Background: an optimization exercise with open tools, aiming at small area, a short achievable clock period and few clock cycles per item. Do not read the settings as production practice. Only simulation tests tie the RTL to the original design; equivalence was not proved.

Design fc_layer_top, start of the top module:
module fc_layer_top #(
    parameter int ICH_B       = 4,
    parameter int OCH_B       = 2,
    parameter int OCH_T       = 4,
    parameter int SCALE_SHIFT = 8,
    parameter int RELU        = 1
) (
    input  logic                      clk,
    input  logic                      areset,
    input  logic                      i_run,
    output logic                      o_idle,
    output logic                      o_run,
    output logic                      o_done,
    output logic                      o_en_err,
    output fc_ctrl_pkg::in_addr_t     o_in_addr,
    output logic                      o_in_ce,
    input  fc_data_pkg::act_t         i_in_q,
    output fc_ctrl_pkg::w_addr_t      o_w_addr,
    output logic                      o_w_ce,
    input  fc_data_pkg::weight_word_t i_w_q,
    output fc_ctrl_pkg::och_idx_t     o_b_addr,
    output logic                      o_b_ce,
    input  fc_data_pkg::bias_t        i_b_q,
    output fc_ctrl_pkg::och_idx_t     o_out_addr,
    output logic                      o_out_ce,
    output fc_data_pkg::act_t         o_out_d
);
    localparam logic [5:0] LAST = 6'd38;     
    logic       r_run;
    logic       r_run_o;         
    logic       r_idle;
    logic       r_done;
    logic       r_err;
    logic [5:0] c;
    logic       start;
    logic       fin;
    assign start = !r_run && i_run;
    assign fin   = r_run && (c == LAST);
    always_ff @(posedge clk) begin
        if (areset) begin
            r_run  <= 1'b0;
            r_run_o <= 1'b0;
            r_idle <= 1'b1;
            r_done <= 1'b0;
            r_err  <= 1'b0;
        end else begin
            r_err  <= r_err | (i_run & r_run);
            r_done <= fin;
            r_run  <= start | (r_run & !fin);
            r_run_o <= (r_idle && i_run) | (r_run & !fin);
            r_idle <= !(start | (r_run & !fin));
        end
    end
    always_ff @(posedge clk) begin
        c <= r_run ? c + 6'd1 : 6'd0;
    end
    assign o_run    = r_run_o;
    assign o_idle   = r_idle;
  ...
For scale: ~1100 cells after synthesis, roughly 250 flip-flops, roughly 110 I/O pins, ~0.013 mm² of cells after synthesis.
export LEC_CHECK = 0
export CAP_MARGIN = 20
export CORE_MARGIN = 2
export CORE_UTILIZATION = 60
export CTS_CLUSTER_DIAMETER = 100
export CTS_CLUSTER_SIZE = 30
export PLACE_DENSITY = 0.8
export SLEW_MARGIN = 20
export SYNTH_HIERARCHICAL = 1
export SYNTH_MINIMUM_KEEP_SIZE = 0
create_clock -name core_clock -period 13.0 [get_ports {clk}]
standard.sh (not shown) runs the stock make flow with config.mk's settings and CLKGATE_MAP_FILE= SYNTH_SCRIPT=/design/flow/synth_recipe.tcl, a recipe that flattens the netlist after the stock synthesis.
==> flow/flow/run.sh <==
#!/bin/bash
# The standard layout (standard synthesis included, unchanged) with:
#  - port buffers made from buf_4 cells instead of the resizer's default
#    choice (clkdlybuf4s50_1, a delay cell); after global placement the input
#    port buffers are set to buf_1 (flow/post_gpl.tcl), as inputs have slack,
#  - timing repair aiming at 9.4 ns of setup slack,
#  - clock tree synthesis without dummy loads.
# All tool output goes to standard.log here; ORFS also keeps its per-step
# logs under orfs/logs.
export BUFFER_PORTS_ARGS="-buffer_cell sky130_fd_sc_hd__buf_4"
export POST_GLOBAL_PLACE_TCL="$PWD/flow/post_gpl.tcl"
export SETUP_SLACK_MARGIN=9.40
export CTS_ARGS="-sink_clustering_enable -repair_clock_nets -sink_clustering_size 30 -sink_clustering_max_diameter 100 -dont_use_dummy_load"
bash standard.sh > standard.log 2>&1
==> flow/flow/post_gpl.tcl <==
# Port input buffers: the smallest buffer (inputs arrive early enough).
set n 0
foreach inst [[ord::get_db_block] getInsts] {
  if {[string match "input*" [$inst getName]] && [[$inst getMaster] getName] eq "sky130_fd_sc_hd__buf_4"} {
    replace_cell [$inst getName] sky130_fd_sc_hd__buf_1
    incr n
  }
}
puts "post_gpl: $n input buffers set to buf_1"
The first run finished clean.
Testbench counts at the start, summed over its fixed seeds: cycles 20,480, runs 512.
==> next run, changes <==
==> flow/flow/run.sh (replaced) <==
#!/bin/bash
# The standard layout (standard synthesis included, unchanged), with the
# port buffers made from buf_4 cells instead of the resizer's default choice
# (clkdlybuf4s50_1, a delay cell), timing repair aiming at 9.45 ns of setup
# slack, and clock tree synthesis with larger sink clusters and no dummy
# loads. All tool output goes to standard.log here; ORFS also keeps its
# per-step logs under orfs/logs.
export BUFFER_PORTS_ARGS="-buffer_cell sky130_fd_sc_hd__buf_4"
export SETUP_SLACK_MARGIN=9.45
export CTS_ARGS="-sink_clustering_enable -repair_clock_nets -sink_clustering_size 30 -sink_clustering_max_diameter 100 -dont_use_dummy_load"
bash standard.sh > standard.log 2>&1
PLACE_DENSITY = 0.7   (was 0.8)
removed: flow/flow/post_gpl.tcl
The new run finished clean.
Setup slack loses 0.0081 ns.
Wire length goes down by 2.1%.
Final area rose by about 2.7%.
==> next run, changes <==
==> flow/flow/run.sh (replaced) <==
#!/bin/bash
# The standard layout (standard synthesis included, unchanged), with the
# port buffers made from buf_4 cells instead of the resizer's default choice
# (clkdlybuf4s50_1, a delay cell), timing repair aiming at 9.40 ns of setup
# slack, and clock tree synthesis with larger sink clusters and no dummy
# loads. All tool output goes to standard.log here; ORFS also keeps its
# per-step logs under orfs/logs.
export BUFFER_PORTS_ARGS="-buffer_cell sky130_fd_sc_hd__buf_4"
export SETUP_SLACK_MARGIN=9.40
export CTS_ARGS="-sink_clustering_enable -repair_clock_nets -sink_clustering_size 30 -sink_clustering_max_diameter 100 -dont_use_dummy_load"
bash standard.sh > standard.log 2>&1
The new run completed with no timing, DRC or antenna violations.
Worst setup slack is about the same.
Synthesized cell count stays the same.
Flip-flop and latch count stays the same.
Hold slack hardly moves.
Via count drops slightly.
Global-route usage stays flat.
Design area drops slightly.
Synthesized area is unchanged.
Wire length drops slightly.
First-iteration DRC count drops by a few percent.

afterwards: timing with drivers on the ports:
No port has a modelled driver above. Below, the same layouts with a new extraction and two added sets of constraints.
Step 1 assumes that a clkbuf_16 drives the clock port and a buf_2 every other input.
Step 2 times the ports against the registers' clock, not the clock port: input delays grow and output delays shrink by t, the midpoint of the rising clock arrivals with the driver on.
a / b / c = ideal / step 1 / step 2; a / b = the first two.
run | shift t [ns] | setup WS [ns] | slew at the worst register clock pin (ns)
the first run | 0.522 | 9.440 / 9.394 / 9.391 | 0.12 / 0.12
the second run | 0.520 | 9.432 / 9.387 / 9.413 | 0.10 / 0.10
the third run | 0.520 | 9.434 / 9.390 / 9.454 | 0.10 / 0.10
After both steps every run listed still meets setup and hold. The setup slack of the first run, which loses most, moves by -0.046 ns with the drivers and by -0.049 ns with both steps.
